Background: an optimization exercise with open tools, aiming at small area, a short achievable clock period and few clock cycles per item. Do not read the settings as production practice.
RTL that was checked went through simulation tests only; none was proved equivalent to the original.
For run 1, only the layout was checked, not whether the RTL still works.
Power is estimated from default activity; no workload was simulated.

File: flow/constraint.sdc
create_clock -name core_clock -period 5.0 [get_ports {clk_i}]
set_input_delay 1.0000 -clock core_clock [delete_from_list [all_inputs] [get_ports {clk_i}]]
set_output_delay 1.0000 -clock core_clock [all_outputs]
set_load 0.01 [all_outputs]
File: flow/config.mk
export PLATFORM = sky130hd
export DESIGN_NAME = fpu_ss
export DESIGN_NICKNAME = fpu_ss
export VERILOG_FILES = /design/flow/design.v
export SDC_FILE = /design/flow/constraint.sdc
export NUM_CORES = 4
export LEC_CHECK = 0
export CAP_MARGIN = 20
export CORE_MARGIN = 2
export CORE_UTILIZATION = 40
export SETUP_SLACK_MARGIN = 1.5
export SLEW_MARGIN = 20
export SYNTH_HIERARCHICAL = 1
File: flow/run.sh
#!/bin/bash
# synth_recipe.tcl (not shown) runs the flow's synth.tcl, then flattens the netlist and writes it again
# the make line also repeats each setting of config.mk as NAME=value (left out here)
make -C /OpenROAD-flow-scripts/flow DESIGN_CONFIG=/design/flow/config.mk WORK_HOME=/design/flow/orfs CLKGATE_MAP_FILE= SYNTH_SCRIPT=/design/flow/synth_recipe.tcl finish
File: flow/design.v
package fpu_ss_pkg;
  typedef logic [31:0] xlen_t;
  typedef logic [31:0] flen_t;
  typedef logic [4:0]  reg_addr_t;
  typedef logic [3:0]  instr_id_t;
  typedef logic [4:0]  fflags_t;
  typedef logic [2:0]  frm_t;
  typedef logic [11:0] csr_addr_t;
  typedef enum logic [3:0] {
    OpNone,
    OpSgnj,
    OpSgnjn,
    OpSgnjx,
    OpMvWX,
    OpMvXW,
    OpFeq,
    OpFlt,
    OpFle,
    OpCsrRw,
    OpCsrRs,
    OpCsrRc
  } fp_op_e;
  localparam logic [6:0] OPC_OP_FP  = 7'b1010011;
  localparam logic [6:0] OPC_SYSTEM = 7'b1110011;
  localparam logic [6:0] FUNCT7_SGNJ  = 7'b0010000;
  localparam logic [6:0] FUNCT7_CMP   = 7'b1010000;
  localparam logic [6:0] FUNCT7_MV_XW = 7'b1110000;
  localparam logic [6:0] FUNCT7_MV_WX = 7'b1111000;
  localparam csr_addr_t CSR_FFLAGS = 12'h001;
  localparam csr_addr_t CSR_FRM    = 12'h002;
  localparam csr_addr_t CSR_FCSR   = 12'h003;
  localparam int unsigned NUM_FP_REGS = 32;
  localparam fflags_t FLAG_NV = 5'b10000;
  localparam int unsigned QNAN_BIT = 22;
endpackage
`timescale 1ns/1ps
module fpu_ss_aoi3 (
  input  logic [2:0]  sel_i,
  input  logic [31:0] d0_i,
  input  logic [31:0] d1_i,
  input  logic [31:0] d2_i,
  output logic [31:0] n_o
);
  assign n_o = ~(({32{sel_i[0]}} & d0_i) | ({32{sel_i[1]}} & d1_i) | ({32{sel_i[2]}} & d2_i));
endmodule
module fpu_ss_aoi2 (
  input  logic [1:0]  sel_i,
  input  logic [31:0] d0_i,
  input  logic [31:0] d1_i,
  output logic [31:0] n_o
);
  assign n_o = ~(({32{sel_i[0]}} & d0_i) | ({32{sel_i[1]}} & d1_i));
endmodule
module fpu_ss_rdport (
  input  logic [31:0]   sel_i,     
  input  logic [1023:0] regs_i,    
  output logic [31:0]   rdata_o
);
  logic [31:0] n [11];
  for (genvar g = 0; g < 10; g++) begin : g_aoi3
    fpu_ss_aoi3 u_aoi3 (
      .sel_i (sel_i[3*g +: 3]),
      .d0_i  (regs_i[32*(3*g)   +: 32]),
      .d1_i  (regs_i[32*(3*g+1) +: 32]),
      .d2_i  (regs_i[32*(3*g+2) +: 32]),
      .n_o   (n[g])
    );
  end
  fpu_ss_aoi2 u_aoi2 (
    .sel_i (sel_i[31:30]),
    .d0_i  (regs_i[32*30 +: 32]),
    .d1_i  (regs_i[32*31 +: 32]),
    .n_o   (n[10])
  );
  always_comb begin
    rdata_o = '1;
    for (int g = 0; g < 11; g++) rdata_o = rdata_o & n[g];
    rdata_o = ~rdata_o;
  end
endmodule
`timescale 1ns/1ps
module fpu_ss (
  input  logic                  clk_i,
  input  logic                  reset_i,
  input  logic                  issue_valid_i,
  output logic                  issue_ready_o,
  input  fpu_ss_pkg::xlen_t     issue_instr_i,
  input  fpu_ss_pkg::xlen_t     issue_rs1_i,
  input  fpu_ss_pkg::instr_id_t issue_id_i,
  output logic                  issue_accept_o,
  output logic                  issue_writeback_o,
  output logic                  result_valid_o,
  input  logic                  result_ready_i,
  output fpu_ss_pkg::instr_id_t result_id_o,
  output fpu_ss_pkg::reg_addr_t result_rd_o,
  output fpu_ss_pkg::xlen_t     result_data_o,
  output logic                  result_we_o
);
  logic [6:0]  opcode;
  logic [2:0]  funct3;
  logic [4:0]  rs2;
  logic [6:0]  funct7;
  logic        is_op_fp;
  logic        is_system;
  logic        f3_lt3;
  logic        dec_sgnj;
  logic        dec_cmp;
  logic        dec_mv;
  logic        dec_csr;
  logic        dec_fpw;
  assign opcode = issue_instr_i[6:0];
  assign funct3 = issue_instr_i[14:12];
  assign rs2    = issue_instr_i[24:20];
  assign funct7 = issue_instr_i[31:25];
  assign is_op_fp  = (opcode == 7'b1010011);
  assign is_system = (opcode == 7'b1110011);
  assign f3_lt3    = ~funct3[2] & ~(funct3[1] & funct3[0]);
  assign dec_sgnj = is_op_fp && funct7 == 7'b0010000 && f3_lt3;
  assign dec_cmp  = is_op_fp && funct7 == 7'b1010000 && f3_lt3;
  assign dec_mv   = is_op_fp && funct7[6:4] == 3'b111 && funct7[2:0] == 3'b000 &&
                    rs2 == 5'd0 && funct3 == 3'b000;
  assign dec_csr  = is_system && issue_instr_i[31:22] == 10'd0 && issue_instr_i[21:20] != 2'b00 &&
                    ~funct3[2] && funct3[1:0] != 2'b00;
  assign dec_fpw  = dec_sgnj | (dec_mv & funct7[3]);
  assign issue_accept_o = dec_sgnj | dec_cmp | dec_mv | dec_csr;
  assign issue_writeback_o = issue_instr_i[5] | (issue_instr_i[31] & ~issue_instr_i[28]);
  logic op_csr, op_sgnj, op_mvwx, op_mvxw, op_cmp;
  assign op_csr  = issue_instr_i[5];
  assign op_sgnj = ~issue_instr_i[5] & ~issue_instr_i[31];
  assign op_mvwx = ~issue_instr_i[5] & issue_instr_i[28];
  assign op_mvxw = ~issue_instr_i[5] & issue_instr_i[30] & ~issue_instr_i[28];
  assign op_cmp  = ~issue_instr_i[5] & issue_instr_i[31] & ~issue_instr_i[30];
  logic q_valid_q;
  logic r_valid_q;
  logic r_free;
  logic issue_go;
  assign r_free        = ~r_valid_q | result_ready_i;
  assign issue_ready_o = ~q_valid_q | r_free;
  assign issue_go      = issue_valid_i & issue_ready_o;
  logic [1023:0] regs_q;
  logic [31:0]   sel_a;
  logic [31:0]   sel_b;
  logic [31:0]   a;
  logic [31:0]   b;
  always_comb begin
    for (int i = 0; i < 32; i++) begin
      sel_a[i] = (issue_instr_i[19:15] == 5'(i));
      sel_b[i] = (issue_instr_i[24:20] == 5'(i));
    end
  end
  fpu_ss_rdport u_rdport_a (
    .sel_i   (sel_a),
    .regs_i  (regs_q),
    .rdata_o (a)
  );
  fpu_ss_rdport u_rdport_b (
    .sel_i   (sel_b),
    .regs_i  (regs_q),
    .rdata_o (b)
  );
  logic        sgn;
  logic [31:0] fp_wdata;
  always_comb begin
    case (funct3[1:0])
      2'b00:   sgn = b[31];
      2'b01:   sgn = ~b[31];
      default: sgn = a[31] ^ b[31];
    endcase
  end
  assign fp_wdata = funct7[3] ? issue_rs1_i : {sgn, a[30:0]};
  always_ff @(posedge clk_i) begin
    for (int i = 0; i < 32; i++) begin
      if (issue_go && dec_fpw && issue_instr_i[11:7] == 5'(i)) begin
        regs_q[32*i +: 32] <= fp_wdata;
      end
    end
  end
  logic       a_nan, b_nan, any_nan, any_snan, both_zero, nv;
  logic [7:0] grp_gt;
  logic [7:0] grp_lt;
  assign a_nan     = (&a[30:23]) & (|a[22:0]);
  assign b_nan     = (&b[30:23]) & (|b[22:0]);
  assign any_nan   = a_nan | b_nan;
  assign any_snan  = (a_nan & ~a[22]) | (b_nan & ~b[22]);
  assign both_zero = ~(|a[30:0]) & ~(|b[30:0]);
  assign nv        = funct3[1] ? any_snan : any_nan;
  logic [31:0] bit_gt;
  logic [31:0] bit_lt;
  assign bit_gt = {1'b0, a[30:0] & ~b[30:0]};
  assign bit_lt = {1'b0, ~a[30:0] & b[30:0]};
  always_comb begin
    for (int g = 0; g < 8; g++) begin
      grp_gt[g] = 1'b0;
      grp_lt[g] = 1'b0;
      for (int k = 0; k < 4; k++) begin
        grp_gt[g] = bit_gt[4*g+k] | (~bit_lt[4*g+k] & grp_gt[g]);
        grp_lt[g] = bit_lt[4*g+k] | (~bit_gt[4*g+k] & grp_lt[g]);
      end
    end
  end
  logic [4:0] fflags_q;
  logic [2:0] frm_q;
  logic [7:0] csr_old;
  logic [7:0] csr_new;
  always_comb begin
    case (issue_instr_i[21:20])
      2'b01:   csr_old = {3'b0, fflags_q};
      2'b10:   csr_old = {5'b0, frm_q};
      default: csr_old = {frm_q, fflags_q};
    endcase
    case (funct3[1:0])
      2'b01:   csr_new = issue_rs1_i[7:0];
      2'b10:   csr_new = csr_old | issue_rs1_i[7:0];
      default: csr_new = csr_old & ~issue_rs1_i[7:0];
    endcase
  end
  always_ff @(posedge clk_i) begin
    if (reset_i) begin
      fflags_q <= '0;
      frm_q    <= '0;
    end else if (issue_go) begin
      if (dec_csr) begin
        if (issue_instr_i[20]) fflags_q <= csr_new[4:0];
        if (issue_instr_i[21]) frm_q <= issue_instr_i[20] ? csr_new[7:5] : csr_new[2:0];
      end else if (dec_cmp && nv) begin
        fflags_q[4] <= 1'b1;
      end
    end
  end
  logic [31:0] x;
  logic [31:0] q_x_q;
  logic        q_cmp_q;
  logic [1:0]  q_f3_q;
  logic [3:0]  q_id_q;
  logic [4:0]  q_rd_q;
  logic        q_we_q;
  always_comb begin
    if (op_cmp)       x = {12'b0, a[31], b[31], both_zero, any_nan, grp_gt, grp_lt};
    else if (op_csr)  x = {24'b0, csr_old};
    else if (op_mvwx) x = issue_rs1_i;
    else if (op_mvxw) x = a;
    else              x = {sgn, a[30:0]};
  end
  always_ff @(posedge clk_i) begin
    if (reset_i) begin
      q_valid_q <= 1'b0;
    end else if (issue_ready_o) begin
      q_valid_q <= issue_valid_i & issue_accept_o;
    end
  end
  always_ff @(posedge clk_i) begin
    if (issue_ready_o) begin
      q_x_q   <= x;
      q_cmp_q <= op_cmp;
      q_f3_q  <= funct3[1:0];
      q_id_q  <= issue_id_i;
      q_rd_q  <= issue_instr_i[11:7];
      q_we_q  <= ~(op_sgnj | op_mvwx);
    end
  end
  logic [7:0] c_gt, c_lt;
  logic       c_a31, c_b31, c_zero, c_nan;
  logic       mag_gt, mag_lt, eq, lt, cmp_res;
  assign {c_a31, c_b31, c_zero, c_nan, c_gt, c_lt} = q_x_q[19:0];
  always_comb begin
    mag_gt = 1'b0;
    mag_lt = 1'b0;
    for (int g = 0; g < 8; g++) begin
      mag_gt = c_gt[g] | (~c_lt[g] & mag_gt);
      mag_lt = c_lt[g] | (~c_gt[g] & mag_lt);
    end
    eq = (~mag_gt & ~mag_lt & (c_a31 == c_b31)) | c_zero;
    if (c_a31 != c_b31) lt = c_a31 & ~c_zero;
    else if (c_a31)     lt = mag_gt;
    else                lt = mag_lt;
    case (q_f3_q)
      2'b10:   cmp_res = eq;
      2'b01:   cmp_res = lt;
      default: cmp_res = lt | eq;
    endcase
    cmp_res = cmp_res & ~c_nan;
  end
  logic [3:0]  r_id_q;
  logic [4:0]  r_rd_q;
  logic [31:0] r_data_q;
  logic        r_we_q;
  always_ff @(posedge clk_i) begin
    if (reset_i) begin
      r_valid_q <= 1'b0;
    end else if (r_free) begin
      r_valid_q <= q_valid_q;
    end
  end
  always_ff @(posedge clk_i) begin
    if (r_free) begin
      r_id_q   <= q_id_q;
      r_rd_q   <= q_rd_q;
      r_data_q <= q_cmp_q ? {31'b0, cmp_res} : q_x_q;
      r_we_q   <= q_we_q;
    end
  end
  assign result_valid_o = r_valid_q;
  assign result_id_o    = r_id_q;
  assign result_rd_o    = r_rd_q;
  assign result_data_o  = r_data_q;
  assign result_we_o    = r_we_q;
endmodule
==> impl_metrics.tcl, run 1 <==
set metrics [dict create \
    synth.area.mux_share_pct 0.297 \
    tritoncts "done" \
    final_design_area_no_fill_um2 60100 \
    pint_uw 16500 \
    placement_rows 126 \
    clock_sink_count 1121 \
    route.detailed.wl_per_inst_um 35.1 \
    number_of_buffers_on_the_longest_clock_path 3 \
    comb_power_share_pct 10.4 \
    seq_power_share_pct 49.2 \
    arr_time_crit_path_ns 4.66 \
    final_period_minus_worst_setup_slack_ns 4.04 \
    synthDominantCellAreaShare_pct 70.7 \
    place.gp.congestion 0.979 \
    grt_start_max_net_pins 46 \
    synth_enable_flop_cells 1111 \
    dieArea_um2 121000 \
    timing.final.setup_violations 0 \
    grt_pass1_wl_um 249000 \
    maxCapViolations 0 \
    dp_hpwl_um 117000 \
    p_total_uw 21600 \
    wl_um 180000 \
    yosys.area_share.xor_xnor_pct 0.0186 \
    clk_root_buffer_cell "sky130_fd_sc_hd__clkbuf_16" \
    yosys_most_used_dff "sky130_fd_sc_hd__edfxtp_1" \
    grt_pass1_vias 34600 \
    clockPowerShare_pct 40.3 \
    multi_input_area_um2 13200 \
    syn-instance-count 2884 \
    post_drt_antenna_nets 0 \
    clock_latency_ns 0.74 \
    net_switching_power_uw 5100 \
    regArea_um2 33600 \
    synthTopCellsByArea "sky130_fd_sc_hd__edfxtp_1 71%, sky130_fd_sc_hd__a222oi_1 14%, sky130_fd_sc_hd__buf_6 3.0%, sky130_fd_sc_hd__nand4_1 1.8%, sky130_fd_sc_hd__a22oi_1 1.0%" \
    yosysTopAreaCell "sky130_fd_sc_hd__edfxtp_1" \
    yosysUniqueCellTypes 62 \
    max-vdd-ir-drop_v 0.000351 \
    min_path_cells 0 \
    pwr_density_cell_nw_per_um2 359 \
    reg2reg_to "fflags_q[4]$_SDFFE_PP0P_" \
    synth.avg_cell_area_um2 16.4 \
    post_synthesis_adder_cell_area_fraction_pct 1.11 \
    drive_above_1_share_pct 30.2 \
    final_util_pct 51.1 \
    overflow 0 \
    hold_wc_path_type "flip-flop to flip-flop" \
    grt_setup_unrepaired "yes" \
    status "timing/DRC/antenna clean" \
    ys_async_sr_fraction_pct 0 \
    setup.worst_path.start_class "input port" \
    timing.critical_path.to_type "flip-flop" \
    htreeDepth 3 \
    vias_per_cell 7.02 \
    pre_cts_ws_ns -0.585 \
    fin_crit_sh_pct 80.9 \
    reg2reg_setup_slack_ns 1.44 \
    swShare_pct 23.6 \
    final.setup_skew_ns 0.0350 \
    hold_viol_final 0 \
    final_critical_path_setup_slack_ns 0.956 \
    r2r.worst_path.cells 13 \
    num-fill-cells 9585 \
    critical_path.most_common_cell "sky130_fd_sc_hd__buf_4" \
    start_of_the_worst_register_to_register_path "regs_q[9]$_DFFE_PP_" \
    crit_type "input port to flip-flop" \
    port-buffer-count 117 \
    core_area_um2 118000 \
    ioPinCount 118 \
    maxClockFrequency_ghz 0.247 \
    cts_inserted_buffers 114 \
    die-width_um 348 \
    drt-initial-drc-count 9162 \
    worstPathRequired_ns 5.62 \
    vias 35900 \
    ys_seq_area_share_pct 71.1 \
    layout-area-overhead-vs-synth_pct 27.3 \
    leakagePower_uw 0.0200 \
    drt_pass1_iterations 13 \
    count_of_warnings_emitted_by_yosys 9 \
    cp_cell_sequence "buf_8 -> or3b_2 -> buf_4 -> nor2_4 -> buf_4 -> a222oi_1 -> nand4_1 -> or3_4 -> buf_4 -> nor4_4 -> buf_4 -> nand4_1 -> nor2_4 -> o32ai_2 -> buf_4 -> o31a_1 -> a21o_1" \
    synth_common_cells "1111 x sky130_fd_sc_hd__edfxtp_1, 640 x sky130_fd_sc_hd__a222oi_1, 136 x sky130_fd_sc_hd__nand4_1" \
    slew_headroom_pct 21.0 \
    design.final.nets 3563 \
    main_combinational_cell_family_by_area_after_synthesis "compound AO/OA/AOI/OAI gates" \
    layoutNonFillerInstCount 5115 \
    grt_antenna_before_repair 5 \
    synth_compound_area_share_pct 16.0 \
    global_route.usage.total_pct 28.6 \
    dp.cells 4774 \
    synth_fp_nets 2966 \
    drc 0 \
    cts.clk_slew.worst_paths_ns 0.06 \
    holdPathEnd "r_id_q[0]$_DFFE_PP_" \
    timing_worst_slew_pin_value_ns 1.18 \
    worstHoldStart "q_id_q[0]$_DFFE_PN_" \
    timing.critical_path.slowest_cell_delay_ns 0.44 \
    ys_ff_latch 1121 \
    initial_utilization_pct 40.1 \
    die_height_um 348 \
    mappedNetlistArea_um2 47200 \
    critical_path_peak_fanout 8 \
    synth_simple_gate_area_share_pct 7.17 \
    placed_cell_area_um2 54000 \
    timing.final.max_slew_violations 0 \
    yosysMostFrequentCell "sky130_fd_sc_hd__edfxtp_1" \
    critical-path-slowest-cell "sky130_fd_sc_hd__or3_4" \
]
Yosys stat by module, one instance, submodules excluded:
module         times used  cells
fpu_ss_rdport           2    128
fpu_ss_aoi3            20     41
fpu_ss_aoi2             2     38
fpu_ss                  1   1732
cells by family after synthesis:
| logic type | Yosys count |
|---|---|
| multiplexers | 13 |
| AND/OR/NAND/NOR | 622 |
| flip-flops | 1121 |
| XOR/XNOR | 1 |
| AO/OA/AOI/OAI | 811 |
| adder cells (fa/ha/maj) | 50 |
| buffers and inverters | 266 |
placed cells by master (no fill, tap or decap), types with 30 or more instances in the layout:
cell type and count:
sky130_fd_sc_hd__edfxtp_1 1111, sky130_fd_sc_hd__a222oi_1 640, sky130_fd_sc_hd__buf_4 402, sky130_fd_sc_hd__nand4_1 136, sky130_fd_sc_hd__buf_12 124, sky130_fd_sc_hd__clkbuf_16 122, sky130_fd_sc_hd__clkdlybuf4s50_1 93, sky130_fd_sc_hd__nand3_1 87
sky130_fd_sc_hd__nor2_4 74, sky130_fd_sc_hd__a22oi_1 66, sky130_fd_sc_hd__nand2_1 56, sky130_fd_sc_hd__buf_6 50, sky130_fd_sc_hd__nor2b_1 41, sky130_fd_sc_hd__maj3_2 40, sky130_fd_sc_hd__or3_4 36, sky130_fd_sc_hd__inv_1 34
sky130_fd_sc_hd__nor2_1 30, sky130_fd_sc_hd__or3_1 30, sky130_fd_sc_hd__nor2_2 30
critical path, delay by kind of cell:
| kind | cells | cell delay, ns |
|---|---|---|
| AOI/OAI and AO/OA | 4 | 0.80 |
| buffers and inverters | 6 | 0.95 |
| and+or+nand+nor | 7 | 1.89 |
metrics by stage:
step           hold slack [ns]  setup TNS (ns)
6_report                 0.418               0
5_1_grt                  0.424               0
4_1_cts                  0.421               0
3_5_place_dp             0.407           -7.91
3_3_place_gp             0.409           -6.63
2_1_floorplan            0.400               0
flip-flops by register name, indices dropped and copies added (netlist names):
name,flops
fflags_q,5
frm_q,3
q_cmp_q,1
q_f3_q,2
q_id_q,4
q_rd_q,5
q_valid_q,1
q_we_q,1
q_x_q,32
r_data_q,32
r_id_q,4
r_rd_q,5
r_valid_q,1
r_we_q,1
regs_q,1024
timing repair:
action	in CTS	in global routing
setup endpoints to repair	2071	217
gates cloned	5	8
setup buffers	93	20
pin swaps	129	85
endpoints found under the hold margin	0	0
hold buffers	0	0
gates resized for setup	239	70
worst max path at each step:
stage | start | to | cells past startpoint
final | issue_instr_i[17] | fflags_q[4]$_SDFFE_PP0P_ | 17
after global routing | issue_instr_i[18] | fflags_q[4]$_SDFFE_PP0P_ | 18
after CTS | issue_instr_i[21] | fflags_q[4]$_SDFFE_PP0P_ | 19
after detailed placement | issue_instr_i[18] | fflags_q[4]$_SDFFE_PP0P_ | 16
after global placement | issue_instr_i[18] | fflags_q[4]$_SDFFE_PP0P_ | 17
after floorplan | result_ready_i | regs_q[224]$_DFFE_PP_ | 6
power groups by stage:
stage | Combinational [µW] | Sequential [µW] | Clock [µW]
after floorplan | 863 | 10800 | 0
after CTS | 2070 | 10600 | 8760
after detailed placement | 1890 | 10800 | 0
final | 2250 | 10600 | 8700
after global routing | 2330 | 10600 | 9120
after global placement | 1860 | 10800 | 0
final cells by class:
cell class	instances	share of cell area, %
sequential	1121	55.9
timing repair buffer	702	12.5
clock inverter	74	1.33
clock buffer	139	4.94
inverter	43	0.281
antenna	1	0.00416
multi-input combinational	1499	21.9
tap	1536	3.20
metal layers:
| metal | up-vias | wire (µm) | track usage, % |
|---|---|---|---|
| met5 | - | 0 | 0 |
| met4 | 0 | 11100 | 14.7 |
| met3 | 512 | 23200 | 5.27 |
| met2 | 3081 | 80200 | 43.8 |
| met1 | 18000 | 65100 | 38.9 |
| li1 | 14300 | - | - |
==> run 2, diff against run 1 <==
--- a/flow/design.v
+++ b/flow/design.v
@@ -145,6 +145,6 @@
   always_comb begin
-    for (int i = 0; i < 32; i++) begin
-      sel_a[i] = (issue_instr_i[19:15] == 5'(i));
-      sel_b[i] = (issue_instr_i[24:20] == 5'(i));
-    end
+    sel_a = '0;
+    sel_b = '0;
+    sel_a[issue_instr_i[19:15]] = 1'b1;
+    sel_b[issue_instr_i[24:20]] = 1'b1;
   end
@@ -186,15 +186,9 @@
   assign nv        = funct3[1] ? any_snan : any_nan;
-  logic [31:0] bit_gt;
-  logic [31:0] bit_lt;
-  assign bit_gt = {1'b0, a[30:0] & ~b[30:0]};
-  assign bit_lt = {1'b0, ~a[30:0] & b[30:0]};
   always_comb begin
-    for (int g = 0; g < 8; g++) begin
-      grp_gt[g] = 1'b0;
-      grp_lt[g] = 1'b0;
-      for (int k = 0; k < 4; k++) begin
-        grp_gt[g] = bit_gt[4*g+k] | (~bit_lt[4*g+k] & grp_gt[g]);
-        grp_lt[g] = bit_lt[4*g+k] | (~bit_gt[4*g+k] & grp_lt[g]);
-      end
+    for (int g = 0; g < 7; g++) begin
+      grp_gt[g] = a[4*g +: 4] > b[4*g +: 4];
+      grp_lt[g] = a[4*g +: 4] < b[4*g +: 4];
     end
+    grp_gt[7] = a[30:28] > b[30:28];
+    grp_lt[7] = a[30:28] < b[30:28];
   end
--- a/flow/config.mk
+++ b/flow/config.mk
@@ -10,3 +10,2 @@
 export CORE_UTILIZATION = 40
-export SETUP_SLACK_MARGIN = 1.5
 export SLEW_MARGIN = 20
==> run 2 against run 1 <==
The layout now fails its checks (setup timing); utilization rose by 0.25 points; total power rose by 6.2%; clock skew rose by 0.0019 ns; sequential share of layout area is 0.34 points lower; die area up 0.49%; critical endpoint unchanged; largest cell class unchanged; largest power group unchanged.
==> impl_metrics.tcl, run 2 <==
set metrics [dict create \
    final_period_minus_worst_setup_slack_ns 5.00 \
    dp_hpwl_um 140000 \
    drt-initial-drc-count 10200 \
    yosysTopAreaCell "sky130_fd_sc_hd__edfxtp_1" \
    dieArea_um2 121000 \
    critical_path.most_common_cell "sky130_fd_sc_hd__buf_4" \
    status "finished with violations" \
    timing.final.setup_violations 1 \
    yosysUniqueCellTypes 64 \
    timing.critical_path.to_type "flip-flop" \
    most-common-layout-cells "1111 x sky130_fd_sc_hd__edfxtp_1, 640 x sky130_fd_sc_hd__a222oi_1, 494 x sky130_fd_sc_hd__buf_4" \
    synthTopCellsByArea "sky130_fd_sc_hd__edfxtp_1 70%, sky130_fd_sc_hd__a222oi_1 14%, sky130_fd_sc_hd__buf_6 3.0%, sky130_fd_sc_hd__nand4_1 1.9%, sky130_fd_sc_hd__ha_1 1.2%" \
    mappedNetlistArea_um2 47400 \
    drt_pass1_iterations 17 \
    arr_time_crit_path_ns 5.65 \
    die_height_um 348 \
    ioPinCount 118 \
    vias 36900 \
    synthDominantCellAreaShare_pct 70.3 \
    drive_above_1_share_pct 27.9 \
    synth_common_cells "1111 x sky130_fd_sc_hd__edfxtp_1, 640 x sky130_fd_sc_hd__a222oi_1, 142 x sky130_fd_sc_hd__nand4_1" \
    setup.worst_path.start_class "input port" \
    layout-area-overhead-vs-synth_pct 27.5 \
    largest_registers "regs_q (1024), q_x_q (32), r_data_q (32)" \
    grt_antenna_before_repair 15 \
    final.setup_skew_ns 0.0369 \
    cts_inserted_buffers 117 \
    worstPathRequired_ns 5.65 \
    worst_hold_slack_ns 0.422 \
    hold_wc_path_type "flip-flop to flip-flop" \
    failed_layout_checks "setup timing" \
    placed_cell_area_um2 56200 \
    grt_start_max_net_pins 49 \
    final_critical_path_setup_slack_ns -0.00295 \
    die-width_um 348 \
    final_util_pct 51.3 \
    clock_latency_ns 0.73 \
    holdBufCountCts 0 \
    path_buf_inv 6 \
    top_delay_family_on_crit_path "simple AND/OR/NAND/NOR gates" \
    regArea_um2 33600 \
    wl_um 200000 \
    num-fill-cells 9598 \
    yosysMostFrequentCell "sky130_fd_sc_hd__edfxtp_1" \
    global_route.usage.total_pct 32.1 \
    design.final.nets 3679 \
    place.gp.congestion 1.07 \
    grt_setup_unrepaired "yes" \
    maxClockFrequency_ghz 0.200 \
    overflow 0 \
    placement_rows 126 \
    post_drt_antenna_nets 0 \
    timing_worst_slew_pin_value_ns 1.03 \
    cts.clk_slew.worst_paths_ns 0.07 \
    syn-instance-count 2879 \
    synth_enable_flop_cells 1111 \
    route.detailed.wl_per_inst_um 38.5 \
    number_of_buffers_on_the_longest_clock_path 3 \
    maxCapViolations 0 \
    ys_seq_area_share_pct 70.8 \
    largest_reg_flops 1024 \
    max-vdd-ir-drop_v 0.000337 \
    fin_crit_sh_pct 100 \
    largest_register "regs_q" \
    initial_utilization_pct 40.3 \
    ys_async_sr_fraction_pct 0 \
    timing.final.max_slew_violations 0 \
    drc 0 \
    count_of_warnings_emitted_by_yosys 9 \
    port-buffer-count 117 \
    grt_pass1_wl_um 274000 \
    hold_viol_final 0 \
    clock_sink_count 1121 \
    ys_ff_latch 1121 \
    pwr_density_cell_nw_per_um2 379 \
    leakagePower_uw 0.0206 \
    critical_path_peak_fanout 8 \
    htreeDepth 3 \
    slew_headroom_pct 31.4 \
    final_common_cell "sky130_fd_sc_hd__edfxtp_1" \
    clk_root_buffer_cell "sky130_fd_sc_hd__clkbuf_16" \
    yosys_most_used_dff "sky130_fd_sc_hd__edfxtp_1" \
    synth.avg_cell_area_um2 16.5 \
    core_area_um2 118000 \
    vias_per_cell 7.11 \
    synth_fp_nets 2996 \
    grt_pass1_vias 35100 \
    tritoncts "done" \
    timing.critical_path.slowest_cell_delay_ns 0.80 \
    crit_type "input port to flip-flop" \
    final_design_area_no_fill_um2 60500 \
    critical-path-slowest-cell "sky130_fd_sc_hd__a222oi_1" \
    cp_cell_sequence "clkdlybuf4s50_1 -> buf_4 -> nor3b_2 -> ha_1 -> nand2b_1 -> buf_12 -> nor2_4 -> buf_4 -> a222oi_1 -> nand4_1 -> or3_4 -> nor3_2 -> buf_4 -> nand4_1 -> nor2_2 -> buf_6 -> o22ai_2 -> a21o_2 -> a311oi_2" \
    multi_input_area_um2 12500 \
]
==> run 2: cell types whose count changed in the layout (fill, tap and decap cells not counted), sizes merged, moves of 12 or more <==
| cell | before | now |
|---|---|---|
| nand2 | 67 | 54 |
| mux2 | 8 | 23 |
| nand3 | 94 | 74 |
| buf | 592 | 667 |
| o21ai | 44 | 23 |
| nor2 | 134 | 122 |
| maj3 | 40 | 0 |
| ha | 10 | 45 |
| clkdlybuf4s50 | 93 | 110 |
==> run 2: what timing repair did <==
action / 4_1_cts / 5_1_grt
setup endpoints to repair: 104 / 26
setup buffers: 1 / 12
pin swaps: 15 / 32
gates resized for setup: 28 / 28
==> run 2: final cells by class <==
type / count / share of cell area [%]
diodes: 2 / 0.00828
clock buffers: 143 / 5.16
clock inverters: 71 / 1.38
inverters: 53 / 0.329
multi-input cells: 1486 / 20.7
flip-flops and latches: 1121 / 55.5
well taps: 1536 / 3.18
repair buffers: 783 / 13.7
==> run 2: cell families (layout without fill, tap and decap cells) <==
| kind of cell | after synthesis | count (layout) | share of synthesized area (%) |
|---|---|---|---|
| other | 0 | 2 | 0 |
| and+or+nand+nor | 591 | 591 | 6.83 |
| DFF | 1121 | 1121 | 70.8 |
| muxes | 28 | 28 | 0.652 |
| xor gates and xnor gates | 5 | 5 | 0.0923 |
| AOI/OAI and AO/OA | 817 | 817 | 16.1 |
| adders and majority gates | 45 | 45 | 1.19 |
| buffers and inverters | 272 | 1050 | 4.34 |
==> run 2: layer usage <==
layer | part of all wire, % | vias to the layer above | GRT usage (%) | routed length (µm)
met1 | 36 | 18700 | 42.7 | 72600
li1 | - | 14500 | - | -
met2 | 44 | 3291 | 49.1 | 88400
met4 | 4.9 | 14 | 12.8 | 9790
met3 | 15 | 466 | 10.1 | 29000
met5 | 0.052 | - | 0 | 103
==> run 2: stage by stage <==
| stage | total power, µW | setup slack, ns | cells | setup TNS (ns) |
|---|---|---|---|---|
| 3_5_place_dp | 13900 | -1.33 | 4967 | -479.56 |
| 3_3_place_gp | 13900 | -1.33 | 4966 | -477.40 |
| 2_1_floorplan | 12000 | -0.856 | 2879 | -163.48 |
| 6_report | 22900 | -0.00295 | 5195 | -0.00295 |
| 5_1_grt | 23400 | -0.00719 | 5193 | -0.00719 |
| 4_1_cts | 22800 | 0.00579 | 5182 | 0 |
==> run 2: worst reg2reg max path, cell delays in order, from the launching register on <==
cell	delay [ns]
sky130_fd_sc_hd__edfxtp_1	0.39
sky130_fd_sc_hd__a222oi_1	0.80
sky130_fd_sc_hd__nand4_1	0.35
sky130_fd_sc_hd__or3_4	0.52
sky130_fd_sc_hd__nor3_2	0.17
sky130_fd_sc_hd__buf_4	0.13
sky130_fd_sc_hd__nand4_1	0.14
sky130_fd_sc_hd__nor2_2	0.18
sky130_fd_sc_hd__buf_6	0.14
sky130_fd_sc_hd__o22ai_2	0.10
sky130_fd_sc_hd__a21o_2	0.22
sky130_fd_sc_hd__a311oi_2	0.22
==> run 2: modules after synthesis (local to each module, per instance) <==
module	cell area, µm²	cells inside	times used
fpu_ss_rdport	761	128	2
fpu_ss_aoi3	403	41	20
fpu_ss	37300	1727	1
fpu_ss_aoi2	289	38	2
==> run 2: final timing paths <==
check                              from                        to  slack (ns)  cells after the start
setup / recovery      issue_instr_i[22]  fflags_q[4]$_SDFFE_PP0P_      -0.003                     19
hold / removal      q_id_q[2]$_DFFE_PN_       r_id_q[2]$_DFFE_PP_        0.42                      0
setup reg to reg  regs_q[405]$_DFFE_PP_  fflags_q[4]$_SDFFE_PP0P_        1.57                     11
hold reg to reg     q_id_q[2]$_DFFE_PN_       r_id_q[2]$_DFFE_PP_        0.42                      0
==> run 2: power breakdown <==
part	leakage, µW	internal, µW	switching [µW]	total, µW
Combinational	0.00832	1210	1950	3160
Clock	0.00192	5260	3740	9000
Sequential	0.0103	10700	65.8	10700
Total	0.0206	17100	5760	22900
Testbench counts of run 2, summed over its fixed seeds: cycles 24,016, items 24,000.

[separate check: timing with driven ports]
The flow's constraints put no driver on any port. The routed layouts listed below were extracted and timed again, unchanged, in two steps. Step 1, drivers: a clkbuf_16 drives clk_i and a buf_2 each remaining input, both assumed. Step 2 also shifts input and output timing later by t, the mid clock arrival at the registers, as if the neighbouring blocks saw the same clock. Three values: ideal ports, drivers, drivers and shift; two values: the first two.
run	t, ns	setup WS [ns]	worst setup path at the end
run 1	0.792	0.956 / 0.984 / 0.193	input to register
run 2	0.795	-0.003 / 0.054 / -0.741	input to register
For run 1, which loses most, drivers alone change the setup slack by +0.028 ns; drivers and shift together by -0.763 ns.
